Source: an optimization exercise on an open RTL-to-GDS flow (aim: small area). Production flows keep margins and buffers that such runs may drop.
Function was checked by simulation only, so behaviour that the tests miss may differ from the original.
No activity file was given, so power comes from the tool's default toggle rates.

<file path="flow/run.sh">
#!/bin/bash
# synth_recipe.tcl (not shown) runs the flow's synth.tcl, then flattens the netlist and writes it again
# the make line also repeats each setting of config.mk as NAME=value (left out here)
make -C /OpenROAD-flow-scripts/flow DESIGN_CONFIG=/design/flow/config.mk WORK_HOME=/design/flow/orfs CLKGATE_MAP_FILE= SYNTH_SCRIPT=/design/flow/synth_recipe.tcl finish
</file>
<file path="flow/config.mk">
export PLATFORM = sky130hd
export DESIGN_NAME = avst_pkt_gen
export DESIGN_NICKNAME = avst_pkt_gen
export VERILOG_FILES = /design/flow/design.v
export SDC_FILE = /design/flow/constraint.sdc
export NUM_CORES = 4
export LEC_CHECK = 0
export CAP_MARGIN = 20
export CORE_MARGIN = 2
export CORE_UTILIZATION = 40
export SLEW_MARGIN = 20
</file>
<file path="flow/constraint.sdc">
create_clock -name core_clock -period 28.0 [get_ports {clk}]
set_input_delay 5.6000 -clock core_clock [delete_from_list [all_inputs] [get_ports {clk}]]
set_output_delay 5.6000 -clock core_clock [all_outputs]
set_load 0.01 [all_outputs]
</file>
<file path="flow/design.v">
module avst_pkt_gen #(
  parameter int          DATA_WIDTH  = 512,
  parameter int          EMPTY_WIDTH = 6,
  parameter int          LEN_WIDTH   = 16,
  parameter logic [31:0] SEED        = 32'h2022_0001
) (
  input  logic                 clk,
  input  logic                 rst_n,
  input  logic                 start_i,
  input  logic [15:0]          cfg_num_pkts_i,
  input  logic [LEN_WIDTH-1:0] cfg_len_i,
  input  logic                 cfg_rand_len_i,
  input  logic [7:0]           cfg_gap_i,
  output logic [DATA_WIDTH-1:0]  src_data,
  output logic                   src_valid,
  input  logic                   src_ready,
  output logic                   src_sop,
  output logic                   src_eop,
  output logic [EMPTY_WIDTH-1:0] src_empty,
  output logic                 busy_o,
  output logic                 done_o,
  output logic [15:0]          pkt_count_o
);
  localparam int BYTES = DATA_WIDTH / 8;
  localparam logic [31:0] LFSR_MASK = 32'h8020_0003;   
  logic        busy_q, valid_q, done_q;
  logic [31:0] lfsr_q;
  logic [15:0] num_pkts_q;
  logic [15:0] pkt_count_q;
  logic [15:0] lenm1_q;      
  logic        rand_q;
  logic [7:0]  gap_q;
  logic [9:0]  cnt_q;        
  logic [5:0]  lastb_q;      
  logic [1:0]  base_q;       
  logic        sop_q;
  logic [15:0] rem_d;        
  logic [15:0] m_d;          
  logic [15:0] pkt_inc_d;
  logic        cnt_zero, accept, last_pkt_d;
  function automatic logic [15:0] urem16(input logic [15:0] x, input logic [15:0] dm1);
    logic [16:0] r, v, t, msk;
    logic        big;
    r = '0;
    for (int w = 1; w <= 16; w++) begin
      msk = (17'd1 << w) - 17'd1;
      v   = ((r << 1) | 17'(x[16-w])) & msk;
      big = |(17'(dm1) & ~msk);
      t   = v + (17'(~dm1) & msk);
      r   = ((t[w] && !big) ? t : v) & msk;
    end
    urem16 = r[15:0];
  endfunction
  always_comb begin
    cnt_zero   = (cnt_q == '0);
    accept     = valid_q && src_ready;
    rem_d      = urem16(lfsr_q[15:0], lenm1_q);
    m_d        = rand_q ? rem_d : lenm1_q;
    pkt_inc_d  = pkt_count_q + 16'd1;
    last_pkt_d = (pkt_inc_d == num_pkts_q);
  end
  always_ff @(posedge clk or negedge rst_n) begin
    if (!rst_n) begin
      busy_q      <= 1'b0;
      valid_q     <= 1'b0;
      done_q      <= 1'b0;
      pkt_count_q <= '0;
      lfsr_q      <= SEED;
    end else begin
      if (!busy_q) begin
        if (start_i) begin
          busy_q      <= 1'b1;
          done_q      <= (cfg_num_pkts_i == '0);
          pkt_count_q <= '0;
        end
      end else if (done_q) begin
        busy_q <= 1'b0;
        done_q <= 1'b0;
      end else if (valid_q) begin
        if (accept && cnt_zero) begin
          valid_q     <= 1'b0;
          pkt_count_q <= pkt_inc_d;
          done_q      <= last_pkt_d;
        end
      end else if (cnt_zero) begin
        valid_q <= 1'b1;
        lfsr_q  <= {1'b0, lfsr_q[31:1]} ^ (lfsr_q[0] ? LFSR_MASK : 32'h0);
      end
    end
  end
  always_ff @(posedge clk) begin
    if (!busy_q) begin
      if (start_i) begin
        num_pkts_q <= cfg_num_pkts_i;
        lenm1_q    <= cfg_len_i - 16'(cfg_len_i != '0);
        rand_q     <= cfg_rand_len_i;
        gap_q      <= cfg_gap_i;
        cnt_q      <= '0;
      end
    end else if (valid_q) begin
      if (accept) begin
        if (cnt_zero) begin
          cnt_q <= 10'(gap_q);
        end else begin
          cnt_q  <= cnt_q - 10'd1;
          base_q <= base_q + 2'd1;
          sop_q  <= 1'b0;
        end
      end
    end else if (!done_q) begin
      if (cnt_zero) begin
        cnt_q   <= m_d[15:6];
        lastb_q <= m_d[5:0];
        base_q  <= pkt_count_q[7:6];
        sop_q   <= 1'b1;
      end else begin
        cnt_q <= cnt_q - 10'd1;
      end
    end
  end
  logic [7:0] base8;
  assign base8 = {base_q, pkt_count_q[5:0]};
  always_comb begin
    for (int i = 0; i < BYTES; i++) begin
      src_data[DATA_WIDTH-1-8*i -: 8] =
          (!cnt_zero || (6'(i) <= lastb_q)) ? base8 + 8'(i) : 8'h00;
    end
  end
  assign src_valid   = valid_q;
  assign src_sop     = sop_q;
  assign src_eop     = cnt_zero;
  assign src_empty   = cnt_zero ? ~lastb_q : '0;
  assign busy_o      = busy_q;
  assign done_o      = done_q;
  assign pkt_count_o = pkt_count_q;
endmodule
</file>
==> notes.md, run 1 <==
maximum number of pins on one net before global-route repair 66; total number of yosys warnings 1; share of synthesized registers carrying an async set or reset 45.9%; area of all placed cells without fillers 0.0289 mm2; part of the Yosys area used for sequential elements 16.1%; Clock Tree Buf Depth 2; Syn Nets 2915; Setup WS post-layout 1.79 ns; CTS H-tree depth 3; Initial DRC Count 2923; power per standard cell area 23.6 mW/mm2; worst min-delay path class reg2reg; Clock Sinks 111; number of remaining DRC errors 0; # nets final 3795; average cell area after synthesis 7.10 um2; number of hold-slack violations in the final timing report 0; Worst R2R Path Depth 112; largest family of logic cells by synthesized area simple AND/OR/NAND/NOR gates; post-synthesis register bit count 111; xor and xnor area share after synthesis 14.9%; Avg WL per Cell 27.5 um; fraction of the mapped netlist area in compound gates 21.5%; effective utilization at floorplan 40.3%; cell type of the slowest stage on the worst timing path sky130_fd_sc_hd__a2111oi_1; count of flip-flops with a built-in enable after synthesis 60; total instance count after detailed placement 4177; clock skew 0.0140 ns; post-placement worst setup slack 1.43 ns; area post-placement 0.0285 mm2; worst setup path class reg2reg; crit path to lastb_q[4]; library cell used as clock root buffer sky130_fd_sc_hd__clkbuf_16; final clock period utilization by the worst path 93.6%; max_slew headroom 9.30%; number of global-route vias before repair 24.0k; Hold Worst Slack 0.507 ns; total design power 684 uW; type of element capturing the critical path flip-flop; total track usage 44.6%; Cell variety after synth 104; setup_tns 0 ns; count of placed standard cells in the final layout, fillers left out 4200; count of boundary I/O pins 584; area of the core region 0.0474 mm2; WP data required 28.12 ns; detailed placer's ending HPWL 92.5 mm; Fillers 4399; final core utilization 61.0%; peak supply drop 0.0313 mV; data arrival time at the worst-slack endpoint 26.33 ns; adder-cell area share of the yosys netlist 12.0%; clock insertion delay at the later pin of the skew report 0.39 ns; die area 0.0496 mm2; type of element launching the critical path flip-flop; port bufs 583; signed area change from the synthesized netlist to the final layout 51.2%; Least-Margin Pin Slew 1.36 ns; global placement routability congestion 1.06; vias after detailed routing 25.6k; Reg2Reg Capture Point lastb_q[4]; number of max-cap violations 0; remaining global-route overflow 0; maximum fanout along the worst path 10; run status timing/DRC/antenna clean; layout cell share with drive strength beyond 1 17.0%; height of the chip 223 um; clock transition at the registers of the reported paths 0.09 ns; final number of setup-violating endpoints 0; global-route wire length before repair 163 mm; worst reg2reg setup slack 1.79 ns; Placement Rows 80; fin. max-slew vios 0; setup repair after global routing missed its margin no; CTS buffer count 9; post-synthesis instance area 0.0191 mm2; multiplexer share of the synthesized area 3.62%; number of nets with antenna violations after routing 0; startpoint of the worst-slack reg-to-reg timing path lenm1_q[14]; minimum clock period 26.21 ns; overall die width 223 um; DRT Wirelength 115 mm; TritonCTS clock tree yes; LEAKAGE 12.8 nW; Crit path largest cell delay 0.49 ns; router iterations before antenna repair 9; basic-gate share of the synthesized area counting and, or, nand and nor cells 26.8%; startpoint of the most critical setup path lenm1_q[14]; post-DR vias/cell 6.09; number of antenna violations at the first check in global routing 9; maximum achievable frequency 38.2 MHz; leading register cell type out of synthesis sky130_fd_sc_hd__edfxtp_1; number of instances in the synthesized netlist 2696
synthesized netlist by cell type (5+ instances only):
master,count,area share [%]
sky130_fd_sc_hd__nor2_1,635,12
sky130_fd_sc_hd__xnor2_1,202,9.2
sky130_fd_sc_hd__a21oi_1,197,5.2
sky130_fd_sc_hd__nand2_1,185,3.6
sky130_fd_sc_hd__ha_1,159,10
sky130_fd_sc_hd__xor2_1,124,5.7
sky130_fd_sc_hd__clkbuf_1,121,2.4
sky130_fd_sc_hd__o21ai_0,121,3.2
sky130_fd_sc_hd__inv_1,83,1.6
sky130_fd_sc_hd__nor2b_1,72,2.4
sky130_fd_sc_hd__edfxtp_1,60,9.4
sky130_fd_sc_hd__a21o_1,49,1.9
sky130_fd_sc_hd__nand3_1,48,1.3
sky130_fd_sc_hd__nor3_1,48,1.3
sky130_fd_sc_hd__dfrtp_1,47,6.1
sky130_fd_sc_hd__mux2_2,47,2.8
sky130_fd_sc_hd__a31oi_1,44,1.4
sky130_fd_sc_hd__a211oi_1,35,1.4
sky130_fd_sc_hd__o21a_1,30,1.2
sky130_fd_sc_hd__nor4_1,21,0.69
sky130_fd_sc_hd__and3_1,20,0.65
sky130_fd_sc_hd__nand2b_1,20,0.65
sky130_fd_sc_hd__and2_1,18,0.59
sky130_fd_sc_hd__or3_1,17,0.56
sky130_fd_sc_hd__buf_1,15,0.29
sky130_fd_sc_hd__fa_1,15,1.6
sky130_fd_sc_hd__o211ai_1,15,0.59
sky130_fd_sc_hd__o31ai_1,14,0.55
sky130_fd_sc_hd__or2_2,14,0.46
sky130_fd_sc_hd__mux2i_1,13,0.68
sky130_fd_sc_hd__nand4_1,13,0.43
sky130_fd_sc_hd__o21bai_1,13,0.51
sky130_fd_sc_hd__buf_2,12,0.31
sky130_fd_sc_hd__buf_4,8,0.31
sky130_fd_sc_hd__nor3b_1,7,0.27
sky130_fd_sc_hd__o22ai_1,7,0.23
sky130_fd_sc_hd__a211o_1,6,0.27
sky130_fd_sc_hd__a31o_2,6,0.27
sky130_fd_sc_hd__and4_1,6,0.27
sky130_fd_sc_hd__o211a_1,6,0.31
sky130_fd_sc_hd__or4_1,6,0.24
sky130_fd_sc_hd__o31a_1,5,0.23
critical path: cells and delay by family (launching register included):
kind / cells / cell delay, ns
AOI/OAI and AO/OA: 47 / 10.70
adders and majority gates: 15 / 5.14
buffers and inverters: 14 / 2.10
DFF: 1 / 0.48
muxes: 6 / 1.97
and+or+nand+nor: 30 / 5.49
what timing repair did:
| action | in CTS | in global routing |
|---|---|---|
| setup endpoints to repair | 0 | 16 |
| resized for setup | 0 | 15 |
| buffers inserted | 0 | 3 |
| hold buffers | 0 | 0 |
layer usage:
layer | share of wire [%] | global-route usage [%] | vias to the layer above
met5 | 0.029 | 0 | -
met4 | 6.4 | 25.7 | 6
met3 | 14 | 17.7 | 362
met2 | 42 | 65.8 | 1860
met1 | 38 | 54.8 | 12215
li1 | - | - | 11134
power breakdown:
| part | switching (mW) | total, mW | leakage, nW | internal [mW] |
|---|---|---|---|---|
| Combinational | 0.191 | 0.354 | 11.4 | 0.163 |
| Sequential | 0.00522 | 0.182 | 1.23 | 0.177 |
| Clock | 0.0816 | 0.148 | 0.155 | 0.0665 |
flip-flops by register name, summed over array words and instances, names as in the netlist:
register and flops:
lfsr_q 32, gap_q 8, base_q 2, done_q 1, rand_q 1, cnt_q 10
pkt_count_q 16, valid_q 1, sop_q 1, num_pkts_q 16, lenm1_q 16, lastb_q 6
busy_q 1
placed cells by master, fill, tap and decap left out, types with 45 or more instances in the layout:
master,count
sky130_fd_sc_hd__nor2_1,630
sky130_fd_sc_hd__ha_1,158
sky130_fd_sc_hd__a21o_1,49
sky130_fd_sc_hd__clkdlybuf4s50_1,582
sky130_fd_sc_hd__nand3_1,48
sky130_fd_sc_hd__edfxtp_1,60
sky130_fd_sc_hd__o21ai_0,116
sky130_fd_sc_hd__nor2b_1,72
sky130_fd_sc_hd__nand2_1,185
sky130_fd_sc_hd__inv_1,82
sky130_fd_sc_hd__a21oi_1,190
sky130_fd_sc_hd__nor3_1,45
sky130_fd_sc_hd__xnor2_1,202
sky130_fd_sc_hd__xor2_1,124
sky130_fd_sc_hd__mux2_2,47
sky130_fd_sc_hd__buf_4,441
cell type report:
| class | count | area (um2) | area share (%) |
|---|---|---|---|
| inverter | 88 | 330 | 1.14 |
| clock inverter | 7 | 93.8 | 0.324 |
| multi-input combinational | 2340 | 15200 | 52.6 |
| clock buffer | 9 | 225 | 0.778 |
| antenna | 4 | 10.0 | 0.0346 |
| sequential | 111 | 3090 | 10.7 |
| timing repair buffer | 1026 | 9180 | 31.7 |
| tap | 615 | 769 | 2.66 |
kinds of logic after synthesis:
logic type | Yosys count
and+or+nand+nor | 1148
AOI/OAI and AO/OA | 630
xor gates and xnor gates | 326
buffers and inverters | 245
adders and majority gates | 174
DFF | 111
muxes | 62
how the worst min path moves through the flow:
stage                     from         end  slack, ns  cells past startpoint
floorplan           lfsr_q[16]  lfsr_q[15]       0.45                      2
global placement    lfsr_q[16]  lfsr_q[15]       0.48                      2
CTS                 lfsr_q[24]  lfsr_q[23]       0.51                      1
finish              lfsr_q[24]  lfsr_q[23]       0.51                      1
detailed placement  lfsr_q[16]  lfsr_q[15]       0.48                      2
global route        lfsr_q[24]  lfsr_q[23]       0.52                      1
==> run 2: changes to the inputs <==
--- a/flow/design.v
+++ b/flow/design.v
@@ -35,25 +35,32 @@
   logic [1:0]  base_q;       
   logic        sop_q;
+  logic [7:0]  prem_q;       
+  logic [15:0] lenm1_d;
   logic [15:0] rem_d;        
   logic [15:0] m_d;          
   logic [15:0] pkt_inc_d;
-  logic        cnt_zero, accept, last_pkt_d;
-  function automatic logic [15:0] urem16(input logic [15:0] x, input logic [15:0] dm1);
+  logic        cnt_zero, accept, load, last_pkt_d;
+  function automatic logic [15:0] urem_pass(input logic [7:0]  r0,
+                                            input logic [7:0]  x,
+                                            input logic [15:0] dm1);
     logic [16:0] r, v, t, msk;
     logic        big;
-    r = '0;
-    for (int w = 1; w <= 16; w++) begin
-      msk = (17'd1 << w) - 17'd1;
-      v   = ((r << 1) | 17'(x[16-w])) & msk;
+    r = 17'(r0);
+    for (int j = 1; j <= 8; j++) begin
+      msk = (17'd1 << (8 + j)) - 17'd1;
+      v   = ((r << 1) | 17'(x[8-j])) & msk;
       big = |(17'(dm1) & ~msk);
       t   = v + (17'(~dm1) & msk);
-      r   = ((t[w] && !big) ? t : v) & msk;
+      r   = ((t[8+j] && !big) ? t : v) & msk;
     end
-    urem16 = r[15:0];
+    urem_pass = r[15:0];
   endfunction
   always_comb begin
     cnt_zero   = (cnt_q == '0);
     accept     = valid_q && src_ready;
-    rem_d      = urem16(lfsr_q[15:0], lenm1_q);
+    load       = busy_q && !valid_q && !done_q && cnt_zero;
+    lenm1_d    = busy_q ? lenm1_q : cfg_len_i - 16'(cfg_len_i != '0);
+    rem_d      = urem_pass(load ? prem_q : 8'h00,
+                           load ? lfsr_q[7:0] : lfsr_q[15:8], lenm1_d);
     m_d        = rand_q ? rem_d : lenm1_q;
     pkt_inc_d  = pkt_count_q + 16'd1;
@@ -90,12 +97,11 @@
   end
   always_ff @(posedge clk) begin
+    prem_q  <= rem_d[7:0];
+    lenm1_q <= lenm1_d;
     if (!busy_q) begin
-      if (start_i) begin
-        num_pkts_q <= cfg_num_pkts_i;
-        lenm1_q    <= cfg_len_i - 16'(cfg_len_i != '0);
-        rand_q     <= cfg_rand_len_i;
-        gap_q      <= cfg_gap_i;
-        cnt_q      <= '0;
-      end
+      num_pkts_q <= cfg_num_pkts_i;
+      rand_q     <= cfg_rand_len_i;
+      gap_q      <= cfg_gap_i;
+      cnt_q      <= '0;
     end else if (valid_q) begin
       if (accept) begin
==> notes.md, run 2 <==
run status timing/DRC/antenna clean; most used cells in the layout excluding fill and tap cells sky130_fd_sc_hd__nor2_1, sky130_fd_sc_hd__clkdlybuf4s50_1, sky130_fd_sc_hd__nand2_1; average cell area after synthesis 6.89 um2; setup_tns 0 ns; Fillers 4129; synth top area cells sky130_fd_sc_hd__nor2_1, sky130_fd_sc_hd__xnor2_1, sky130_fd_sc_hd__ha_1; worst setup path class in2reg; maximum number of pins on one net before global-route repair 64; library cell used as clock root buffer sky130_fd_sc_hd__clkbuf_16; number of max-cap violations 0; relative contribution of sequential cells to total power 12.2%; Int Power 1.08 mW; post-synthesis instance area 0.0172 mm2; signed area change from the synthesized netlist to the final layout 40.7%; Placement Rows 75; Initial DRC Count 2540; count of boundary I/O pins 584; switching power 1.11 mW; remaining global-route overflow 0; number of global-route vias before repair 19.9k; share of synthesized registers carrying an async set or reset 42.9%; TritonCTS clock tree yes; Setup WS post-layout 1.77 ns; global placement routability congestion 0.996; cell type of the slowest stage on the worst timing path sky130_fd_sc_hd__or4_1; cell repeated most along the worst path sky130_fd_sc_hd__a21oi_1; type of element launching the critical path input pin; clock transition at the registers of the reported paths 0.06 ns; peak supply drop 0.0710 mV; dominant cell type by area after synthesis sky130_fd_sc_hd__nor2_1; family of cells with the greatest summed delay on the critical path compound AO/OA/AOI/OAI gates; number of nets with antenna violations after routing 0; WP data required 28.17 ns; fin. max-slew vios 0; global-route wire length before repair 134 mm; number of antenna violations at the first check in global routing 2; area fraction of the dominant cell type after synthesis 13.6%; post-placement worst setup slack 0.570 ns; area of the core region 0.0422 mm2; Cell variety after synth 95; Least-Margin Pin Slew 1.25 ns; combinational power share 78.0%; leading post-synthesis cells by instance count sky130_fd_sc_hd__nor2_1, sky130_fd_sc_hd__nand2_1, sky130_fd_sc_hd__xnor2_1, sky130_fd_sc_hd__a21oi_1, sky130_fd_sc_hd__ha_1; final number of setup-violating endpoints 0; minimum clock period 26.23 ns; most common library cell in the layout ignoring fill and taps sky130_fd_sc_hd__nor2_1; maximum achievable frequency 38.1 MHz; register with the most flip-flops lfsr_q; switching fraction of total power 50.6%; leading register cell type out of synthesis sky130_fd_sc_hd__dfrtp_1; count of flip-flops with a built-in enable after synthesis 34; startpoint of the most critical setup path cfg_len_i[8]; overall die width 211 um; total number of yosys warnings 1; LEAKAGE 10.3 nW; final clock period utilization by the worst path 93.7%; router iterations before antenna repair 7; detailed placer's ending HPWL 76.5 mm; Syn Nets 2672; Clk pwr share 9.8%; data arrival time at the worst-slack endpoint 26.40 ns; type of element capturing the critical path flip-flop; height of the chip 211 um; part of the Yosys area used for sequential elements 17.3%; count leader, synth sky130_fd_sc_hd__nor2_1; maximum fanout along the worst path 23; effective utilization at floorplan 40.7%; DRT Wirelength 95.3 mm; number of hold-slack violations in the final timing report 0; post-DR vias/cell 5.90; max_slew headroom 16.9%; number of remaining DRC errors 0; vias after detailed routing 21.0k; die area 0.0447 mm2; clock skew 0.0144 ns; worst min-delay path class reg2reg; startpoint of the worst-slack reg-to-reg timing path cnt_q[0]; number of instances in the synthesized netlist 2496; Crit path largest cell delay 0.66 ns; Clock Tree Buf Depth 2; CTS H-tree depth 4; setup repair after global routing missed its margin no; port bufs 583; CTS buffer count 17; CP Buf/Inv Count 6; clock insertion delay at the later pin of the skew report 0.43 ns; flip-flop count of the largest register after layout 32; area post-placement 0.0236 mm2; total track usage 41.0%; Clock Sinks 119; Avg WL per Cell 26.8 um; power per standard cell area 90.2 mW/mm2; layout cell share with drive strength beyond 1 7.19%; post-synthesis register bit count 119; area of all placed cells without fillers 0.0242 mm2; # nets final 3182; worst min-delay path startpoint lfsr_q[29]
-- run 2: changes by cell type after synthesis, sizes merged, moves of 16 or more --
| cell | before | now |
|---|---|---|
| edfxtp | 60 | 34 |
| a21oi | 200 | 181 |
| nand3 | 48 | 32 |
| ha | 159 | 123 |
| nor3 | 49 | 25 |
| a211oi | 37 | 15 |
| nand2 | 185 | 247 |
| dfxtp | 0 | 34 |
-- run 2: power by group through the flow --
stage               logic, mW  clock network, mW  registers, mW
global route             1.79              0.222          0.269
finish                   1.70              0.213          0.267
global placement         1.65                  0          0.267
detailed placement       1.66                  0          0.268
floorplan               0.795                  0          0.244
CTS                      1.67              0.213          0.265
-- run 2: cells by family (layout without fill, tap and decap cells) --
logic type | Yosys count | count (layout) | synth area share [%]
xor gates and xnor gates | 315 | 315 | 16.0
adders and majority gates | 133 | 133 | 10.0
and+or+nand+nor | 1119 | 1119 | 28.2
muxes | 70 | 70 | 4.62
buffers and inverters | 235 | 758 | 5.33
AOI/OAI and AO/OA | 505 | 505 | 18.5
other | 0 | 1 | 0
DFF | 119 | 119 | 17.3
-- run 2: path summary, 6_finish.rpt --
path	endpoint	slack (ns)	cells after the start
worst max register to register	lastb_q[0]	7.52	85
max in group asynchronous	pkt_count_q[4]	22.19	2
worst min register to register	lfsr_q[29]	0.45	2
worst min-delay path	lfsr_q[29]	0.45	2
min in group asynchronous	pkt_count_q[12]	5.30	2
worst max-delay path	lastb_q[0]	1.77	87
-- run 2: layer usage --
layer / vias up / share of wire, % / global-route usage (%) / wire, um
met5: - / 0 / 0 / 0
met4: 0 / 6.1 / 22.4 / 5850
met3: 268 / 12 / 13.5 / 11400
met2: 1258 / 43 / 63.3 / 41400
met1: 10063 / 38 / 50.4 / 36700
li1: 9403 / - / - / -
-- run 2: cell type report --
| type | instances | area (um2) | area share, % |
|---|---|---|---|
| repair buffers | 639 | 6250 | 25.8 |
| flip-flops and latches | 119 | 2990 | 12.4 |
| well taps | 539 | 674 | 2.79 |
| inverters | 87 | 327 | 1.35 |
| clock inverters | 15 | 144 | 0.594 |
| multi-input cells | 2142 | 13400 | 55.3 |
| diodes | 1 | 2.50 | 0.0103 |
| clock buffers | 17 | 425 | 1.76 |
-- run 2: timing repair --
action                                  in CTS  in global routing
hold buffers                                 0                  0
setup buffers                                0                  1
endpoints found under the setup margin       0                 24
hold endpoints to repair                     0                  0
resized for setup                            0                  7
-- run 2: tightest hold or removal path, cell delays in order (launching register included) --
cell and delay (ns):
sky130_fd_sc_hd__dfstp_2 0.37, sky130_fd_sc_hd__nand2_1 0.05, sky130_fd_sc_hd__nand2_1 0.04
-- run 2: through the flow --
step	power, mW	utilization [%]	hold WS [ns]	cells
5_1_grt	2.28	57.3	0.480	3559
3_5_place_dp	1.93	55.8	0.445	3525
4_1_cts	2.15	57.2	0.454	3557
6_report	2.18	57.3	0.452	3559
2_1_floorplan	1.04	-	0.435	2496
3_3_place_gp	1.92	55.8	0.441	3524
==> run 3: changes to the inputs <==
==> flow/flow/run.sh (new file) <==
#!/bin/bash
# Own layout flow: the standard ORFS flow (standard.sh, synthesis unchanged),
# with the port buffers that global placement inserts on every input and output
# made the platform's smallest buffer (buf_1) instead of the buffer ORFS picks.
set -euo pipefail
export BUFFER_PORTS_ARGS="-buffer_cell sky130_fd_sc_hd__buf_1"
bash standard.sh finish > standard_flow.log 2>&1
==> flow/standard.sh (new file) <==
#!/bin/bash
# synth_recipe.tcl (not shown) runs the flow's synth.tcl, then flattens the netlist and writes it again
# the make line also repeats each setting of config.mk as NAME=value (left out here)
make -C /OpenROAD-flow-scripts/flow DESIGN_CONFIG=/design/flow/config.mk WORK_HOME=/design/flow/orfs CLKGATE_MAP_FILE= SYNTH_SCRIPT=/design/flow/synth_recipe.tcl "${@:-finish}"
removed: flow/run.sh
==> notes.md, run 3 <==
layout cell share with drive strength beyond 1 7.09%; flip-flop count of the largest register after layout 32; average cell area after synthesis 6.89 um2; number of hold-slack violations in the final timing report 0; post-synthesis register bit count 119; number of remaining DRC errors 0; minimum clock period 26.14 ns; type of element capturing the critical path flip-flop; part of the Yosys area used for sequential elements 17.3%; vias after detailed routing 21.0k; signed area change from the synthesized netlist to the final layout 19.9%; combinational power share 73.3%; Syn Nets 2672; clock skew 0.0183 ns; worst reg2reg setup slack 7.15 ns; clock transition at the registers of the reported paths 0.06 ns; dominant cell type by area after synthesis sky130_fd_sc_hd__nor2_1; post-placement worst setup slack 1.13 ns; startpoint of the most critical setup path cfg_len_i[8]; number of antenna violations at the first check in global routing 6; total number of yosys warnings 1; register with the most flip-flops lfsr_q; DRT Wirelength 93.8 mm; area of the core region 0.0422 mm2; post-synthesis instance area 0.0172 mm2; Worst R2R Path Depth 79; worst min-delay path class reg2reg; remaining global-route overflow 0; Setup WS post-layout 1.86 ns; total instance count after detailed placement 3527; switching fraction of total power 58.5%; Clk pwr share 12.4%; Int Power 769 uW; Hold Crit Depth 2; total track usage 40.1%; count of placed standard cells in the final layout, fillers left out 3562; detailed placer's ending HPWL 75.1 mm; final number of setup-violating endpoints 0; switching power 1.08 mW; Hold Worst Slack 0.455 ns; Avg WL per Cell 26.3 um; final clock period utilization by the worst path 93.4%; power per standard cell area 89.8 mW/mm2; Placement Rows 75; CTS H-tree depth 4; library cell used as clock root buffer sky130_fd_sc_hd__clkbuf_16; die area 0.0447 mm2; setup repair after global routing missed its margin no; TritonCTS clock tree yes; Clock Sinks 119; area fraction of the dominant cell type after synthesis 13.6%; number of nets with antenna violations after routing 0; run status timing/DRC/antenna clean; most used cells in the layout excluding fill and tap cells sky130_fd_sc_hd__nor2_1, sky130_fd_sc_hd__buf_1, sky130_fd_sc_hd__nand2_1; clock insertion delay at the later pin of the skew report 0.43 ns; count of flip-flops with a built-in enable after synthesis 34; height of the chip 211 um; area post-placement 0.0199 mm2; LEAKAGE 8.79 nW; leading post-synthesis cells by instance count sky130_fd_sc_hd__nor2_1, sky130_fd_sc_hd__nand2_1, sky130_fd_sc_hd__xnor2_1, sky130_fd_sc_hd__a21oi_1, sky130_fd_sc_hd__ha_1; fin. max-slew vios 0; number of global-route vias before repair 19.0k; maximum achievable frequency 38.3 MHz; number of buffers inserted by post-CTS setup repair 0; Clock Tree Buf Depth 2; relative contribution of sequential cells to total power 14.3%; leading register cell type out of synthesis sky130_fd_sc_hd__dfrtp_1; synth top area cells sky130_fd_sc_hd__nor2_1, sky130_fd_sc_hd__xnor2_1, sky130_fd_sc_hd__ha_1; crit path to lastb_q[0]; share of synthesized registers carrying an async set or reset 42.9%; most common library cell in the layout ignoring fill and taps sky130_fd_sc_hd__nor2_1; type of element launching the critical path input pin; router iterations before antenna repair 9; Reg2Reg Capture Point lastb_q[0]; worst setup path class in2reg; # nets final 3183; Crit path largest cell delay 0.66 ns; number of instances in the synthesized netlist 2496; count of boundary I/O pins 584; Cell variety after synth 95; area of all placed cells without fillers 0.0206 mm2; effective utilization at floorplan 40.7%; global-route wire length before repair 130 mm; max_slew headroom 13.5%; count leader, synth sky130_fd_sc_hd__nor2_1; Resize count post-CTS 0; Least-Margin Pin Slew 1.29 ns; WP data required 28.16 ns; overall die width 211 um; setup_tns 0 ns; number of max-cap violations 0; number of buffers inserted for hold repair after clock tree synthesis 0; maximum fanout along the worst path 16; post-DR vias/cell 5.90; CTS buffer count 17; startpoint of the worst-slack reg-to-reg timing path busy_q; data arrival time at the worst-slack endpoint 26.31 ns; port bufs 583; Initial DRC Count 2766; global placement routability congestion 0.989; peak supply drop 0.0479 mV; cell type of the slowest stage on the worst timing path sky130_fd_sc_hd__or4_1; maximum number of pins on one net before global-route repair 64
[run 3: cell counts after synthesis]
No cell type changed its count.
[run 3: power by group through the flow]
stage               sequential, mW  combinational (mW)  clock, mW
global route                 0.267                1.44      0.241
finish                       0.264                1.36      0.230
global placement             0.267                1.30          0
detailed placement           0.267                1.31          0
floorplan                    0.244               0.795          0
CTS                          0.264                1.32      0.231
[run 3: worst min-delay path by stage]
stage / start / end / slack (ns)
6_report: lfsr_q[29] / lfsr_q[29] / 0.46
5_1_grt: lfsr_q[29] / lfsr_q[29] / 0.47
4_1_cts: lfsr_q[29] / lfsr_q[29] / 0.46
3_5_place_dp: lfsr_q[17] / lfsr_q[17] / 0.45
3_3_place_gp: lfsr_q[29] / lfsr_q[29] / 0.44
2_1_floorplan: lfsr_q[17] / lfsr_q[17] / 0.43
[run 3: cell families after synthesis]
logic type	after synthesis	share of synthesized area, %
and+or+nand+nor	1119	28.2
buffers and inverters	235	5.33
AOI/OAI and AO/OA	505	18.5
DFF	119	17.3
xor gates and xnor gates	315	16.0
muxes	70	4.62
adders and majority gates	133	10.0
[run 3: per-layer routing]
layer | GRT usage, % | up-vias | wire [um]
met3 | 10.5 | 262 | 10300
met2 | 60.0 | 1280 | 39800
met1 | 52.5 | 10096 | 37800
li1 | - | 9391 | -
met5 | 0 | - | 159
met4 | 21.8 | 4 | 5660
[run 3: area by class of cell]
cell class	instances	area, um2
Inverter	87	327
Clock buffer	21	493
Tap cell	539	674
Clock inverter	11	133
Timing Repair Buffer	640	2630
Sequential cell	119	2990
Fill cell	4444	21600
Antenna cell	3	7.51
Multi-Input combinational cell	2142	13400
[run 3: through the flow]
step | utilization [%] | power (mW)
floorplan | - | 1.04
global placement | 47.2 | 1.57
detailed placement | 47.2 | 1.58
CTS | 48.7 | 1.81
global route | 48.9 | 1.95
finish | 48.9 | 1.85
[run 3: worst max-delay path: cells and delay by family]
family,cells,cell delay [ns]
fa+ha+maj,10,3.44
compound gates,43,10.07
xor+xnor,1,0.13
mux,6,2.07
simple gates,19,4.02
buf+inv,6,0.91
==> run 4: changes to the inputs <==
==> flow/flow/run.sh (replaced) <==
#!/bin/bash
# Own layout flow: the standard ORFS flow (standard.sh) with these changes:
#  - ABC maps the logic with flow/abc.script (area-oriented mapping with a delay
#    target, then buffering/sizing) instead of ORFS's abc_speed.script; Yosys
#    keeps its own adder mapping (no Kogge-Stone $lcu map, no full/half adder
#    cell extraction). Everything before ABC, and so every register, is the
#    standard synthesis's.
#  - the port buffers that global placement puts on every input and output are
#    sky130_fd_sc_hd__buf_1.
# Each tool writes its full log under orfs/logs; make's output is in standard_flow.log.
set -euo pipefail
here=$(pwd)
rm -rf "$here/orfs_scripts"
cp -r "$FLOW_HOME/scripts" "$here/orfs_scripts"
cp "$here/flow/abc.script" "$here/orfs_scripts/abc_speed.script"
export SCRIPTS_DIR="$here/orfs_scripts"
export BUFFER_PORTS_ARGS="-buffer_cell sky130_fd_sc_hd__buf_1"
export SYNTH_OPERATIONS_ARGS="-nofsm"
export ADDER_MAP_FILE=""
bash standard.sh finish > standard_flow.log 2>&1
==> flow/flow/abc.script (new file) <==
strash
&get -n
&fraig -x
&put
scorr
dc2
strash
dch -f
map -D 17000
topo
buffer -c
upsize -D 17000
dnsize -D 17000
--- a/flow/config.mk
+++ b/flow/config.mk
@@ -9,3 +9,4 @@
 export CORE_MARGIN = 2
 export CORE_UTILIZATION = 40
+export GPL_TIMING_DRIVEN = 0
 export SLEW_MARGIN = 20
==> notes.md, run 4 <==
number of global-route vias before repair 19.3k; share of synthesized registers carrying an async set or reset 42.9%; register with the most flip-flops lfsr_q; number of max-cap violations 0; global placement routability congestion 1.08; number of remaining DRC errors 0; cell repeated most along the worst path sky130_fd_sc_hd__nand2_2; overall die width 199 um; height of the chip 199 um; die area 0.0397 mm2; dominant cell type by area after synthesis sky130_fd_sc_hd__nor2_1; startpoint of the worst-slack reg-to-reg timing path cnt_q[0]; global-route wire length before repair 133 mm; post-synthesis instance area 0.0152 mm2; leading post-synthesis cells by instance count sky130_fd_sc_hd__nor2_1, sky130_fd_sc_hd__nand2_1, sky130_fd_sc_hd__inv_1, sky130_fd_sc_hd__a21oi_1, sky130_fd_sc_hd__xor2_1; post-synthesis register bit count 119; part of the Yosys area used for sequential elements 19.6%; adder-cell area share of the yosys netlist 0.148%; flip-flop count of the largest register after layout 32; total number of yosys warnings 1; Clock Sinks 119; Hold Worst Slack 0.469 ns; CTS buffer count 17; post-DR vias/cell 5.73; multiplexer share of the synthesized area 0.599%; data arrival time at the worst-slack endpoint 26.10 ns; startpoint of the most critical setup path cfg_len_i[4]; area of all placed cells without fillers 0.0189 mm2; peak supply drop 0.0476 mV; total instance count after detailed placement 3738; worst min-delay path startpoint lfsr_q[8]; fraction of the mapped netlist area in compound gates 16.4%; clock skew 0.0100 ns; number of nets with antenna violations after routing 0; vias after detailed routing 21.7k; signed area change from the synthesized netlist to the final layout 24.0%; final clock period utilization by the worst path 92.6%; Initial DRC Count 2450; worst setup path class in2reg; detailed placer's ending HPWL 77.2 mm; minimum clock period 25.92 ns; most used cells in the layout excluding fill and tap cells sky130_fd_sc_hd__nor2_1, sky130_fd_sc_hd__buf_1, sky130_fd_sc_hd__nand2_1; Clock Tree Buf Depth 2; maximum fanout along the worst path 10; maximum number of pins on one net before global-route repair 35; area of the core region 0.0376 mm2; worst min-delay path class reg2reg; family of cells with the greatest summed delay on the critical path simple AND/OR/NAND/NOR gates; total track usage 47.2%; DRT Wirelength 96.3 mm; largest family of logic cells by synthesized area simple AND/OR/NAND/NOR gates; maximum achievable frequency 38.6 MHz; Placement Rows 71; fin. max-slew vios 0; type of element capturing the critical path flip-flop; run status timing/DRC/antenna clean; area fraction of the dominant cell type after synthesis 20.7%; post-placement worst setup slack 1.67 ns; count of flip-flops with a built-in enable after synthesis 34; count leader, synth sky130_fd_sc_hd__nor2_1; Clk pwr share 26.9%; average cell area after synthesis 5.77 um2; basic-gate share of the synthesized area counting and, or, nand and nor cells 42.9%; most common library cell in the layout ignoring fill and taps sky130_fd_sc_hd__nor2_1; switching power 389 uW; number of instances in the synthesized netlist 2639; total design power 808 uW; router iterations before antenna repair 6; number of buffers inserted for hold repair after clock tree synthesis 0; Setup WS post-layout 2.08 ns; power per standard cell area 42.7 mW/mm2; Fillers 4162; CP Buf/Inv Count 16; port bufs 583; area post-placement 0.0182 mm2; number of antenna violations at the first check in global routing 8; synth top area cells sky130_fd_sc_hd__nor2_1, sky130_fd_sc_hd__nand2_1, sky130_fd_sc_hd__dfrtp_1; Least-Margin Pin Slew 1.24 ns; Syn Nets 2684; clock insertion delay at the later pin of the skew report 0.44 ns; WP data required 28.18 ns; remaining global-route overflow 0; Avg WL per Cell 25.5 um; final number of setup-violating endpoints 0; combinational power share 48.8%; LEAKAGE 8.44 nW; # nets final 3296; leading register cell type out of synthesis sky130_fd_sc_hd__dfrtp_1; layout cell share with drive strength beyond 1 9.65%; count of boundary I/O pins 584; count of placed standard cells in the final layout, fillers left out 3779; Cell variety after synth 79; Int Power 419 uW; library cell used as clock root buffer sky130_fd_sc_hd__clkbuf_16; max_slew headroom 17.6%; type of element launching the critical path input pin; number of hold-slack violations in the final timing report 0; xor and xnor area share after synthesis 8.97%; CTS H-tree depth 4; TritonCTS clock tree yes; relative contribution of sequential cells to total power 24.3%; effective utilization at floorplan 40.5%; cell type of the slowest stage on the worst timing path sky130_fd_sc_hd__nor3_1; clock transition at the registers of the reported paths 0.06 ns; Crit path largest cell delay 0.55 ns; switching fraction of total power 48.1%
-- run 4: changes by cell type in the layout (fill, tap and decap cells not counted), sizes merged, moves of 40 or more --
cell and delta:
nand2 +285, nor2 +233, inv +209, xnor2 -158, ha -123, nor2b -60
clkbuf +58, nor3 +56, mux2 -53, a21oi -51, o21ai +40
-- run 4: logic make-up after synthesis --
group           after synthesis
simple gates               1565
buf+inv                     395
compound gates              393
xor+xnor                    156
flops                       119
mux                           9
fa+ha+maj                     2
-- run 4: layer usage --
layer	up-vias	track usage (%)	routed length [um]
met2	1416	67.2	39800
li1	9571	-	-
met5	-	6.00	282
met1	10272	56.0	35800
met4	12	36.1	8000
met3	390	19.0	12400
-- run 4: timing repair --
action | CTS | global route
gates resized for setup | 0 | 4
setup endpoints to repair | 0 | 16
buffers inserted | 0 | 4
-- run 4: worst register-to-register path, delay by kind of cell (launching register included) --
family / cells / cell delay (ns)
adder cells (fa/ha/maj): 1 / 0.37
AND/OR/NAND/NOR: 113 / 11.04
AO/OA/AOI/OAI: 53 / 7.45
buffers and inverters: 13 / 1.45
XOR/XNOR: 1 / 0.18
flip-flops: 1 / 0.33
-- run 4: path summary, 6_finish.rpt --
kind / slack, ns / cells after the start / endpoint
min: 0.47 / 2 / lfsr_q[7]
min reg2reg: 0.47 / 2 / lfsr_q[7]
max reg2reg: 6.87 / 181 / lastb_q[0]
min in group asynchronous: 5.12 / 1 / lfsr_q[26]
max: 2.08 / 175 / lastb_q[0]
max in group asynchronous: 22.27 / 2 / lfsr_q[0]
-- run 4: final cells by class --
class / count / area (um2) / area share (%)
antenna: 4 / 10.0 / 0.0530
buffer: 96 / 603 / 3.19
clock buffer: 18 / 450 / 2.38
clock inverter: 14 / 126 / 0.669
inverter: 299 / 1140 / 6.05
multi-input combinational: 2125 / 10700 / 56.4
sequential: 119 / 2980 / 15.8
tap: 511 / 639 / 3.38
timing repair buffer: 593 / 2290 / 12.1
-- run 4: stage by stage --
step,setup TNS [ns],util (%)
after global placement,0,48.1
after floorplan,0,-
final,0,50.3
after global routing,-0.00287,50.3
after CTS,0,50.1
after detailed placement,0,48.5
-- run 4: power groups by stage --
stage,combinational (mW),clock (mW),sequential (mW)
floorplan,0.222,0,0.197
global placement,0.367,0,0.199
detailed placement,0.372,0,0.199
CTS,0.373,0.217,0.196
global route,0.417,0.225,0.197
finish,0.394,0.217,0.197
==> run 5: changes to the inputs <==
--- a/flow/design.v
+++ b/flow/design.v
@@ -28,5 +28,5 @@
   logic [15:0] num_pkts_q;
   logic [15:0] pkt_count_q;
-  logic [15:0] lenm1_q;      
+  logic [15:0] len_q;        
   logic        rand_q;
   logic [7:0]  gap_q;
@@ -36,6 +36,7 @@
   logic        sop_q;
   logic [7:0]  prem_q;       
-  logic [15:0] lenm1_d;
+  logic [15:0] len_d;
   logic [15:0] rem_d;        
+  logic [5:0]  lastb_eff;    
   logic [15:0] m_d;          
   logic [15:0] pkt_inc_d;
@@ -43,5 +44,5 @@
   function automatic logic [15:0] urem_pass(input logic [7:0]  r0,
                                             input logic [7:0]  x,
-                                            input logic [15:0] dm1);
+                                            input logic [15:0] d);
     logic [16:0] r, v, t, msk;
     logic        big;
@@ -50,6 +51,6 @@
       msk = (17'd1 << (8 + j)) - 17'd1;
       v   = ((r << 1) | 17'(x[8-j])) & msk;
-      big = |(17'(dm1) & ~msk);
-      t   = v + (17'(~dm1) & msk);
+      big = |(17'(d) & ~msk);
+      t   = v + (17'(~d) & msk) + 17'd1;
       r   = ((t[8+j] && !big) ? t : v) & msk;
     end
@@ -60,8 +61,9 @@
     accept     = valid_q && src_ready;
     load       = busy_q && !valid_q && !done_q && cnt_zero;
-    lenm1_d    = busy_q ? lenm1_q : cfg_len_i - 16'(cfg_len_i != '0);
+    len_d      = busy_q ? len_q : {cfg_len_i[15:1], cfg_len_i[0] | (cfg_len_i == '0)};
     rem_d      = urem_pass(load ? prem_q : 8'h00,
-                           load ? lfsr_q[7:0] : lfsr_q[15:8], lenm1_d);
-    m_d        = rand_q ? rem_d : lenm1_q;
+                           load ? lfsr_q[7:0] : lfsr_q[15:8], len_d);
+    m_d        = rand_q ? rem_d : len_q - 16'd1;
+    lastb_eff  = lastb_q | {6{!cnt_zero}};
     pkt_inc_d  = pkt_count_q + 16'd1;
     last_pkt_d = (pkt_inc_d == num_pkts_q);
@@ -98,5 +100,5 @@
   always_ff @(posedge clk) begin
     prem_q  <= rem_d[7:0];
-    lenm1_q <= lenm1_d;
+    len_q   <= len_d;
     if (!busy_q) begin
       num_pkts_q <= cfg_num_pkts_i;
@@ -130,5 +132,5 @@
     for (int i = 0; i < BYTES; i++) begin
       src_data[DATA_WIDTH-1-8*i -: 8] =
-          (!cnt_zero || (6'(i) <= lastb_q)) ? base8 + 8'(i) : 8'h00;
+          (6'(i) <= lastb_eff) ? base8 + 8'(i) : 8'h00;
     end
   end
@@ -136,5 +138,5 @@
   assign src_sop     = sop_q;
   assign src_eop     = cnt_zero;
-  assign src_empty   = cnt_zero ? ~lastb_q : '0;
+  assign src_empty   = ~lastb_eff;
   assign busy_o      = busy_q;
   assign done_o      = done_q;
==> flow/flow/abc.script (replaced) <==
strash
&get -n
&fraig -x
&put
scorr
dc2
strash
dch -f
map -D 20000
topo
buffer -c
upsize -D 20000
dnsize -D 20000
--- a/flow/config.mk
+++ b/flow/config.mk
@@ -9,4 +9,6 @@
 export CORE_MARGIN = 2
 export CORE_UTILIZATION = 40
+export CTS_BUF_LIST = sky130_fd_sc_hd__clkbuf_8
 export GPL_TIMING_DRIVEN = 0
+export SETUP_SLACK_MARGIN = 0.6
 export SLEW_MARGIN = 20
==> notes.md, run 5 <==
maximum number of pins on one net before global-route repair 32; CTS H-tree depth 4; type of element launching the critical path input pin; port bufs 583; number of remaining DRC errors 0; DRT Wirelength 93.4 mm; total number of yosys warnings 1; router iterations before antenna repair 8; die area 0.0375 mm2; final clock period utilization by the worst path 93.8%; vias after detailed routing 21.8k; Fillers 3947; effective utilization at floorplan 40.6%; part of the Yosys area used for sequential elements 20.7%; layout cell share with drive strength beyond 1 9.86%; clock transition at the registers of the reported paths 0.10 ns; startpoint of the most critical setup path cfg_len_i[4]; area fraction of the dominant cell type after synthesis 23.0%; cell type of the slowest stage on the worst timing path sky130_fd_sc_hd__nor4_4; fin. max-slew vios 0; Least-Margin Pin Slew 1.29 ns; leading post-synthesis cells by instance count sky130_fd_sc_hd__nor2_1, sky130_fd_sc_hd__nand2_1, sky130_fd_sc_hd__inv_1, sky130_fd_sc_hd__a21oi_1, sky130_fd_sc_hd__o21ai_0; peak supply drop 0.145 mV; overall die width 194 um; total instance count after detailed placement 3692; Hold Worst Slack 0.470 ns; data arrival time at the worst-slack endpoint 26.58 ns; worst min-delay path startpoint lfsr_q[29]; count of boundary I/O pins 584; detailed placer's ending HPWL 74.8 mm; signed area change from the synthesized netlist to the final layout 30.8%; CTS buffer count 17; Avg WL per Cell 24.7 um; count of flip-flops with a built-in enable after synthesis 34; number of buffers inserted for hold repair after clock tree synthesis 0; Syn Nets 2688; global-route wire length before repair 130 mm; number of instances in the synthesized netlist 2643; post-DR vias/cell 5.74; number of hold-slack violations in the final timing report 0; area post-placement 0.0173 mm2; share of synthesized registers carrying an async set or reset 42.9%; most common library cell in the layout ignoring fill and taps sky130_fd_sc_hd__nor2_1; synth top area cells sky130_fd_sc_hd__nor2_1, sky130_fd_sc_hd__nand2_1, sky130_fd_sc_hd__dfrtp_1; height of the chip 194 um; number of antenna violations at the first check in global routing 7; global placement routability congestion 1.11; Initial DRC Count 2467; Setup WS post-layout 1.74 ns; flip-flop count of the largest register after layout 32; TritonCTS clock tree yes; dominant cell type by area after synthesis sky130_fd_sc_hd__nor2_1; # nets final 3360; setup repair after global routing missed its margin no; LEAKAGE 8.58 nW; total design power 2.88 mW; cell repeated most along the worst path sky130_fd_sc_hd__nand2_2; setup_tns 0 ns; final core utilization 53.1%; final number of setup-violating endpoints 0; worst reg2reg setup slack 5.01 ns; number of nets with antenna violations after routing 0; clock insertion delay at the later pin of the skew report 0.46 ns; library cell used as clock root buffer sky130_fd_sc_hd__clkbuf_8; post-synthesis register bit count 119; power per standard cell area 153 mW/mm2; area of the core region 0.0355 mm2; Cell variety after synth 60; post-placement worst setup slack -2.00 ns; total track usage 47.0%; Clock Sinks 119; count leader, synth sky130_fd_sc_hd__nor2_1; Placement Rows 69; maximum fanout along the worst path 8; startpoint of the worst-slack reg-to-reg timing path cnt_q[1]; run status timing/DRC/antenna clean; register with the most flip-flops lfsr_q; type of element capturing the critical path flip-flop; maximum achievable frequency 38.1 MHz; Clock Tree Buf Depth 2; clock skew 0.0253 ns; most used cells in the layout excluding fill and tap cells sky130_fd_sc_hd__nor2_1, sky130_fd_sc_hd__buf_1, sky130_fd_sc_hd__nand2_1; count of placed standard cells in the final layout, fillers left out 3789; leading register cell type out of synthesis sky130_fd_sc_hd__dfrtp_1; minimum clock period 26.26 ns; Crit path largest cell delay 0.41 ns; average cell area after synthesis 5.45 um2; ant diodes 0; remaining global-route overflow 0; number of global-route vias before repair 19.3k; max_slew headroom 13.4%; area of all placed cells without fillers 0.0188 mm2; worst setup path class in2reg; post-synthesis instance area 0.0144 mm2; combined area of the multi-input logic cells 0.0105 mm2; worst min-delay path class reg2reg; number of max-cap violations 0; WP data required 28.31 ns; storage element area 0.00298 mm2
-- run 5: changes by cell type after synthesis, moves of 16 or more --
| cell | delta |
|---|---|
| sky130_fd_sc_hd__o21ai_1 | -16 |
| sky130_fd_sc_hd__a21oi_1 | +34 |
| sky130_fd_sc_hd__nand2_2 | -38 |
| sky130_fd_sc_hd__o21ai_2 | -19 |
| sky130_fd_sc_hd__nor2_1 | +42 |
| sky130_fd_sc_hd__inv_1 | +20 |
| sky130_fd_sc_hd__o21ai_0 | +30 |
| sky130_fd_sc_hd__nand2_1 | +23 |
-- run 5: per-layer routing --
layer	part of all wire (%)	global-route usage, %
met5	0.052	0
met4	7.5	30.6
met3	13	18.9
met2	41	67.7
met1	38	57.9
-- run 5: layout make-up --
cell class / count / area share, %
inverters: 305 / 6.18
well taps: 461 / 3.06
clock inverters: 14 / 0.917
repair buffers: 653 / 14.7
flip-flops and latches: 119 / 15.8
plain buffers: 94 / 2.26
clock buffers: 18 / 1.32
multi-input cells: 2125 / 55.7
-- run 5: logic make-up after synthesis --
family,count (synthesis),share of synthesized area (%)
AOI/OAI and AO/OA,398,15.7
xor gates and xnor gates,149,9.06
adders and majority gates,3,0.226
buffers and inverters,399,10.8
DFF,119,20.7
muxes,3,0.208
and+or+nand+nor,1572,43.3
-- run 5: final timing paths --
kind	to	depth (start not counted)
max reg2reg	cnt_q[5]	208
min in group asynchronous	pkt_count_q[11]	1
max in group asynchronous	lfsr_q[17]	3
min	lfsr_q[29]	2
max	cnt_q[5]	194
min reg2reg	lfsr_q[29]	2
-- run 5: worst max-delay path: cells and delay by family --
family / cells / cell delay, ns
AO/OA/AOI/OAI: 46 / 5.66
XOR/XNOR: 8 / 1.46
adder cells (fa/ha/maj): 3 / 0.77
buffers and inverters: 15 / 1.32
AND/OR/NAND/NOR: 122 / 11.65
-- run 5: where the power goes --
| part | switching [mW] | internal, mW | total, mW |
|---|---|---|---|
| Sequential | 0.0439 | 0.227 | 0.271 |
| Combinational | 1.77 | 0.663 | 2.44 |
| Clock | 0.0849 | 0.0914 | 0.176 |
| Total | 1.90 | 0.982 | 2.88 |
-- run 5: repair_timing --
item                                    in CTS  in global routing
buffers inserted                            13                 51
endpoints found under the setup margin      24                 24
pin swaps                                   11                 78
gates resized for setup                     28                135
==> run 6: changes to the inputs <==
==> flow/flow/abc.script (replaced) <==
strash
&get -n
&fraig -x
&put
scorr
dc2
strash
dch -f
map -D 17000
topo
buffer -c
upsize -D 17000
dnsize -D 17000
--- a/flow/config.mk
+++ b/flow/config.mk
@@ -11,4 +11,3 @@
 export CTS_BUF_LIST = sky130_fd_sc_hd__clkbuf_8
 export GPL_TIMING_DRIVEN = 0
-export SETUP_SLACK_MARGIN = 0.6
 export SLEW_MARGIN = 20
==> notes.md, run 6 <==
Hold Crit Depth 2; Clk pwr share 5.9%; worst min-delay path class reg2reg; count leader, synth sky130_fd_sc_hd__nor2_1; clock insertion delay at the later pin of the skew report 0.48 ns; max_slew headroom 14.2%; number of instances in the synthesized netlist 2656; signed area change from the synthesized netlist to the final layout 21.9%; count of placed standard cells in the final layout, fillers left out 3789; maximum fanout along the worst path 10; Setup WS post-layout 2.17 ns; final number of setup-violating endpoints 0; total track usage 47.6%; Cell variety after synth 74; die area 0.0397 mm2; type of element capturing the critical path flip-flop; number of hold-slack violations in the final timing report 0; worst reg2reg setup slack 6.86 ns; router iterations before antenna repair 6; type of element launching the critical path input pin; Worst R2R Path Depth 173; dominant cell type by area after synthesis sky130_fd_sc_hd__nor2_1; detailed placer's ending HPWL 78.1 mm; Avg WL per Cell 25.7 um; vias after detailed routing 21.8k; CTS H-tree depth 4; worst setup path class in2reg; number of buffers inserted by post-CTS setup repair 0; combinational power share 84.3%; most common library cell in the layout ignoring fill and taps sky130_fd_sc_hd__nor2_1; relative contribution of sequential cells to total power 9.8%; switching power 1.84 mW; CTS buffer count 17; peak supply drop 0.0720 mV; post-synthesis instance area 0.0152 mm2; switching fraction of total power 66.7%; setup repair after global routing missed its margin no; total number of yosys warnings 1; run status timing/DRC/antenna clean; area of the core region 0.0376 mm2; Least-Margin Pin Slew 1.28 ns; Reg2Reg Capture Point lastb_q[0]; DRT Wirelength 97.3 mm; leading register cell type out of synthesis sky130_fd_sc_hd__dfrtp_1; data arrival time at the worst-slack endpoint 26.02 ns; count of flip-flops with a built-in enable after synthesis 34; fin. max-slew vios 0; part of the Yosys area used for sequential elements 19.6%; number of remaining DRC errors 0; average cell area after synthesis 5.73 um2; number of antenna violations at the first check in global routing 9; post-synthesis register bit count 119; remaining global-route overflow 0; global placement routability congestion 1.08; final clock period utilization by the worst path 92.2%; number of buffers inserted for hold repair after clock tree synthesis 0; minimum clock period 25.83 ns; Clock Tree Buf Depth 2; synth top area cells sky130_fd_sc_hd__nor2_1, sky130_fd_sc_hd__nand2_1, sky130_fd_sc_hd__dfrtp_1; overall die width 199 um; final core utilization 49.4%; clock skew 0.0271 ns; maximum number of pins on one net before global-route repair 33; height of the chip 199 um; port bufs 583; setup_tns 0 ns; Clock Sinks 119; library cell used as clock root buffer sky130_fd_sc_hd__clkbuf_8; power per standard cell area 148 mW/mm2; register with the most flip-flops lfsr_q; end of the worst hold path lfsr_q[29]; layout cell share with drive strength beyond 1 8.43%; count of boundary I/O pins 584; global-route wire length before repair 133 mm; maximum achievable frequency 38.7 MHz; clock transition at the registers of the reported paths 0.08 ns; Placement Rows 71; share of synthesized registers carrying an async set or reset 42.9%; total instance count after detailed placement 3753; Initial DRC Count 2592; Resize count post-CTS 0; flip-flop count of the largest register after layout 32; LEAKAGE 8.19 nW; WP data required 28.19 ns; effective utilization at floorplan 40.5%; number of max-cap violations 0; startpoint of the worst-slack reg-to-reg timing path busy_q; Crit path largest cell delay 0.78 ns; Int Power 918 uW; post-placement worst setup slack 2.00 ns; area fraction of the dominant cell type after synthesis 21.0%; number of nets with antenna violations after routing 0; Syn Nets 2701; worst min-delay path startpoint lfsr_q[29]; TritonCTS clock tree yes; most used cells in the layout excluding fill and tap cells sky130_fd_sc_hd__nor2_1, sky130_fd_sc_hd__buf_1, sky130_fd_sc_hd__nand2_1; leading post-synthesis cells by instance count sky130_fd_sc_hd__nor2_1, sky130_fd_sc_hd__nand2_1, sky130_fd_sc_hd__inv_1, sky130_fd_sc_hd__a21oi_1, sky130_fd_sc_hd__xor2_1; post-DR vias/cell 5.75; cell repeated most along the worst path sky130_fd_sc_hd__nand2_2; number of global-route vias before repair 18.9k; # nets final 3306; cell type of the slowest stage on the worst timing path sky130_fd_sc_hd__nor4_1
## run 6: cells by family after synthesis
group / share of synthesized area [%]
compound gates: 16.0
xor+xnor: 8.73
buf+inv: 11.9
flops: 19.6
mux: 0.542
simple gates: 43.3
## run 6: final cells by class
type | instances | area, um2
buffer | 99 | 676
tap | 511 | 639
clock inverter | 14 | 148
clock buffer | 18 | 248
fill | 4235 | 19000
antenna | 4 | 10.0
timing repair buffer | 586 | 2230
inverter | 303 | 1140
sequential | 119 | 2980
multi-input combinational | 2135 | 10500
## run 6: layer usage
| layer | vias up | routed length (um) | track usage (%) |
|---|---|---|---|
| met2 | 1551 | 39700 | 67.4 |
| met4 | 16 | 6660 | 28.9 |
| met3 | 387 | 14000 | 22.9 |
| li1 | 9595 | - | - |
| met5 | - | 356 | 5.62 |
| met1 | 10249 | 36500 | 57.4 |
## run 6: critical path: cells and delay by family
kind	cells	cell delay (ns)
simple gates	114	11.00
compound gates	42	6.78
mux	1	0.16
xor+xnor	8	1.70
buf+inv	6	0.67
## run 6: power groups by stage
stage | logic [mW] | registers (mW) | clock network (mW)
2_1_floorplan | 1.26 | 0.256 | 0
3_3_place_gp | 2.17 | 0.269 | 0
3_5_place_dp | 2.18 | 0.270 | 0
4_1_cts | 2.19 | 0.266 | 0.164
5_1_grt | 2.45 | 0.271 | 0.171
6_report | 2.32 | 0.269 | 0.164
## run 6: how the worst max path moves through the flow
stage                       from         end  slack (ns)
finish              cfg_len_i[4]  lastb_q[0]        2.17
global route        cfg_len_i[4]  lastb_q[0]        0.47
CTS                 cfg_len_i[4]  lastb_q[0]        2.41
detailed placement  cfg_len_i[4]  lastb_q[0]        2.00
global placement    cfg_len_i[4]  lastb_q[0]        2.59
floorplan           cfg_len_i[8]  lastb_q[0]        6.03
## run 6: through the flow
| stage | total power, mW | hold slack, ns | cell area, um2 |
|---|---|---|---|
| after global routing | 2.89 | 0.491 | 18600 |
| after detailed placement | 2.45 | 0.458 | 18100 |
| after floorplan | 1.52 | 0.442 | 15200 |
| after global placement | 2.44 | 0.452 | 18100 |
| final | 2.76 | 0.473 | 18600 |
| after CTS | 2.62 | 0.471 | 18500 |
==> run 7: changes to the inputs <==
--- a/flow/design.v
+++ b/flow/design.v
@@ -42,19 +42,6 @@
   logic [15:0] pkt_inc_d;
   logic        cnt_zero, accept, load, last_pkt_d;
-  function automatic logic [15:0] urem_pass(input logic [7:0]  r0,
-                                            input logic [7:0]  x,
-                                            input logic [15:0] d);
-    logic [16:0] r, v, t, msk;
-    logic        big;
-    r = 17'(r0);
-    for (int j = 1; j <= 8; j++) begin
-      msk = (17'd1 << (8 + j)) - 17'd1;
-      v   = ((r << 1) | 17'(x[8-j])) & msk;
-      big = |(17'(d) & ~msk);
-      t   = v + (17'(~d) & msk) + 17'd1;
-      r   = ((t[8+j] && !big) ? t : v) & msk;
-    end
-    urem_pass = r[15:0];
-  endfunction
+  logic [7:0]  urem_r0, urem_x;
+  avst_pkt_gen_urem u_urem (.r0(urem_r0), .x(urem_x), .d(len_d), .r(rem_d));
   always_comb begin
     cnt_zero   = (cnt_q == '0);
@@ -62,6 +49,6 @@
     load       = busy_q && !valid_q && !done_q && cnt_zero;
     len_d      = busy_q ? len_q : {cfg_len_i[15:1], cfg_len_i[0] | (cfg_len_i == '0)};
-    rem_d      = urem_pass(load ? prem_q : 8'h00,
-                           load ? lfsr_q[7:0] : lfsr_q[15:8], len_d);
+    urem_r0    = load ? prem_q : 8'h00;
+    urem_x     = load ? lfsr_q[7:0] : lfsr_q[15:8];
     m_d        = rand_q ? rem_d : len_q - 16'd1;
     lastb_eff  = lastb_q | {6{!cnt_zero}};
@@ -143,2 +130,22 @@
   assign pkt_count_o = pkt_count_q;
 endmodule
+module avst_pkt_gen_urem (
+  input  logic [7:0]  r0,
+  input  logic [7:0]  x,
+  input  logic [15:0] d,
+  output logic [15:0] r
+);
+  logic [16:0] rr, v, t, msk;
+  logic        big;
+  always_comb begin
+    rr = 17'(r0);
+    for (int j = 1; j <= 8; j++) begin
+      msk = (17'd1 << (8 + j)) - 17'd1;
+      v   = ((rr << 1) | 17'(x[8-j])) & msk;
+      big = |(17'(d) & ~msk);
+      t   = v + (17'(~d) & msk) + 17'd1;
+      rr  = ((t[8+j] && !big) ? t : v) & msk;
+    end
+    r = rr[15:0];
+  end
+endmodule
==> flow/flow/run.sh (replaced) <==
#!/bin/bash
# Own layout flow: the standard ORFS flow (standard.sh) with these changes:
#  - synthesis keeps the remainder array as its own module (SYNTH_HIERARCHICAL 1
#    in config.mk) and ABC maps it with flow/abc_speed.script (area mapping under
#    a delay target), and the rest of the design with flow/abc_area_top.script
#    (area mapping); see flow/abc_split.tcl. Yosys keeps its own adder mapping
#    (no Kogge-Stone $lcu map, no full/half adder cell extraction). Everything
#    before ABC, and so every register, is the standard synthesis's.
#  - the port buffers that global placement puts on every input and output are
#    sky130_fd_sc_hd__buf_1.
# Each tool writes its full log under orfs/logs; make's output is in standard_flow.log.
set -euo pipefail
here=$(pwd)
rm -rf "$here/orfs_scripts"
cp -r "$FLOW_HOME/scripts" "$here/orfs_scripts"
cp "$here/flow/abc_speed.script" "$here/flow/abc_area_top.script" "$here/flow/abc_split.tcl" "$here/orfs_scripts/"
grep -q '^  log_cmd abc {\*}\$abc_args$' "$here/orfs_scripts/synth.tcl"
sed -i 's|^  log_cmd abc {\*}\$abc_args$|  source $::env(SCRIPTS_DIR)/abc_split.tcl|' "$here/orfs_scripts/synth.tcl"
export SCRIPTS_DIR="$here/orfs_scripts"
export BUFFER_PORTS_ARGS="-buffer_cell sky130_fd_sc_hd__buf_1"
export SYNTH_OPERATIONS_ARGS="-nofsm"
export ADDER_MAP_FILE=""
bash standard.sh finish > standard_flow.log 2>&1
==> flow/flow/abc_area_top.script (new file) <==
strash
 &get -n
 &fraig -x
 &put
 scorr
 dc2
 strash
 dch -f
 amap
 topo
 buffer -c
 upsize -D 17000
 dnsize -D 17000
==> flow/flow/abc_speed.script (new file) <==
strash
 &get -n
 &fraig -x
 &put
 scorr
 dc2
 strash
 dch -f
 map -D 17000
 topo
 buffer -c
 upsize -D 17000
 dnsize -D 17000
==> flow/flow/abc_split.tcl (new file) <==
# Own flow: ABC maps the remainder array (module avst_pkt_gen_urem, kept apart by
# SYNTH_HIERARCHICAL 1) with a delay target (abc_speed.script), then the rest of
# the design for area (abc_area_top.script). Registers were mapped before this.
set abc_rest [lrange $abc_args 2 end]
log_cmd abc -script $::env(SCRIPTS_DIR)/abc_speed.script {*}$abc_rest avst_pkt_gen_urem
log_cmd abc -script $::env(SCRIPTS_DIR)/abc_area_top.script {*}$abc_rest
--- a/flow/config.mk
+++ b/flow/config.mk
@@ -12,2 +12,3 @@
 export GPL_TIMING_DRIVEN = 0
 export SLEW_MARGIN = 20
+export SYNTH_HIERARCHICAL = 1
removed: flow/flow/abc.script
==> notes.md, run 7 <==
run status timing/DRC/antenna clean; clock transition at the registers of the reported paths 0.08 ns; most common library cell in the layout ignoring fill and taps sky130_fd_sc_hd__nor2_1; cell repeated most along the worst path sky130_fd_sc_hd__nand2_2; fin. max-slew vios 0; height of the chip 192 um; number of max-cap violations 0; clock insertion delay at the later pin of the skew report 0.48 ns; Clock Sinks 119; average cell area after synthesis 5.97 um2; Placement Rows 68; data arrival time at the worst-slack endpoint 26.83 ns; maximum fanout along the worst path 10; worst setup path class in2reg; number of hold-slack violations in the final timing report 0; total track usage 48.0%; final clock period utilization by the worst path 94.5%; number of buffers inserted for hold repair after clock tree synthesis 0; number of remaining DRC errors 0; worst reg2reg setup slack 3.34 ns; startpoint of the worst-slack reg-to-reg timing path cnt_q[0]; final core utilization 51.9%; layout cell share with drive strength beyond 1 10.2%; register with the most flip-flops lfsr_q; CTS buffer count 17; setup_tns 0 ns; number of global-route vias before repair 17.5k; Reg2Reg Capture Point cnt_q[8]; total number of yosys warnings 8; synth top area cells sky130_fd_sc_hd__nor2_1, sky130_fd_sc_hd__dfrtp_1, sky130_fd_sc_hd__nand2_1; overall die width 192 um; WP data required 28.37 ns; worst min-delay path startpoint lfsr_q[2]; LEAKAGE 7.26 nW; worst min-delay path class reg2reg; port bufs 583; post-synthesis instance area 0.0141 mm2; Cell variety after synth 73; remaining global-route overflow 0; area of all placed cells without fillers 0.0180 mm2; type of element launching the critical path input pin; Fillers 3797; leading post-synthesis cells by instance count sky130_fd_sc_hd__nor2_1, sky130_fd_sc_hd__nand2_1, sky130_fd_sc_hd__inv_1, sky130_fd_sc_hd__o21ai_0, sky130_fd_sc_hd__a21oi_1; Hold Crit Depth 1; library cell used as clock root buffer sky130_fd_sc_hd__clkbuf_8; area fraction of the dominant cell type after synthesis 20.7%; # nets final 3050; part of the Yosys area used for sequential elements 21.1%; signed area change from the synthesized netlist to the final layout 27.3%; type of element capturing the critical path flip-flop; die area 0.0368 mm2; clock skew 0.0192 ns; count leader, synth sky130_fd_sc_hd__nor2_1; basic-gate share of the synthesized area counting and, or, nand and nor cells 36.8%; fraction of the mapped netlist area in compound gates 23.4%; area of the core region 0.0346 mm2; power per standard cell area 102 mW/mm2; cell type of the slowest stage on the worst timing path sky130_fd_sc_hd__or4_1; Worst R2R Path Depth 180; xor and xnor area share after synthesis 6.81%; largest family of logic cells by synthesized area simple AND/OR/NAND/NOR gates; share of synthesized registers carrying an async set or reset 42.9%; post-synthesis register bit count 119; maximum number of pins on one net before global-route repair 30; area post-placement 0.0170 mm2; Syn Nets 2410; detailed placer's ending HPWL 72.7 mm; end of the worst hold path lfsr_q[1]; flip-flop count of the largest register after layout 32; vias after detailed routing 20.5k; Setup WS post-layout 1.54 ns
==> run 7: cell types whose count changed after synthesis, sizes merged, moves of 11 or more <==
cell / previous run / this run
nand2: 513 / 316
nor2: 866 / 786
a211oi: 15 / 61
xor2: 109 / 66
a21oi: 156 / 114
inv: 286 / 244
o22ai: 16 / 51
nand3: 56 / 25
clkbuf: 71 / 99
nor3: 83 / 64
a221oi: 1 / 17
nor2b: 0 / 16
a22o: 2 / 13
==> run 7: report_power, final <==
part	switching [mW]	internal, mW	total [mW]
sequential	0.0313	0.219	0.251
combinational	1.01	0.410	1.42
clock	0.0860	0.0773	0.163
total	1.13	0.707	1.84
==> run 7: metal layers <==
layer  GRT usage [%]  wire length (um)  part of all wire [%]  vias to the layer above
met5            2.75               164                  0.18                        -
met4            27.9              6110                   6.6                        8
met3            22.5             13500                    15                      383
met2            68.1             37800                    41                     1483
met1            58.8             34500                    37                     9588
li1                -                 -                     -                     9004
==> run 7: Yosys stat by module (local to each module, per instance) <==
| module | area [um2] | flip-flops and latches | copies in the design |
|---|---|---|---|
| avst_pkt_gen_urem | 4450 | 0 | 1 |
| avst_pkt_gen | 9670 | 119 | 1 |
==> run 7: logic make-up after synthesis <==
kind of cell	after synthesis
and+or+nand+nor	1265
AOI/OAI and AO/OA	494
xor gates and xnor gates	108
muxes	1
DFF	119
adders and majority gates	4
buffers and inverters	374
==> run 7: area by class of cell <==
class	count	share of cell area, %
repair buffers	621	14.0
inverters	256	5.39
multi-input cells	1872	54.9
clock inverters	13	0.745
plain buffers	118	3.65
clock buffers	19	1.46
diodes	4	0.0557
flip-flops and latches	119	16.6
well taps	455	3.17
==> run 7: what timing repair did <==
action / in CTS / in global routing
setup endpoints to repair: 0 / 24
gates resized for setup: 0 / 49
buffers inserted: 0 / 30
==> run 7: worst max-delay path by stage <==
stage                        startpoint        to  depth (start not counted)
final                     cfg_len_i[14]  cnt_q[8]                        160
after global routing      cfg_len_i[13]  cnt_q[8]                        162
after CTS                 cfg_len_i[13]  cnt_q[8]                        161
after detailed placement  cfg_len_i[13]  cnt_q[8]                        161
after global placement    cfg_len_i[13]  cnt_q[1]                        159
after floorplan            cfg_len_i[9]  cnt_q[1]                        159
==> run 7: stage by stage <==
step	cells	power [mW]	hold slack (ns)
after global placement	3403	1.54	0.443
after detailed placement	3410	1.56	0.460
after CTS	3442	1.72	0.471
after global routing	3474	1.91	0.484
after floorplan	2365	1.03	0.437
final	3477	1.84	0.469
==> run 7: worst max-delay path, delay by kind of cell <==
family / cells / cell delay [ns]
adders and majority gates: 4 / 1.14
and+or+nand+nor: 74 / 7.35
AOI/OAI and AO/OA: 68 / 10.84
xor gates and xnor gates: 4 / 0.76
buffers and inverters: 10 / 1.05

Re-timed with assumed drivers on the ports (clkbuf_16 on the clock, buf_2 on other inputs), run 7 has 1.559 ns of setup slack against 1.542 ns with ideal ports, and 1.042 ns once port delays also move by the mid clock arrival of 0.516 ns.
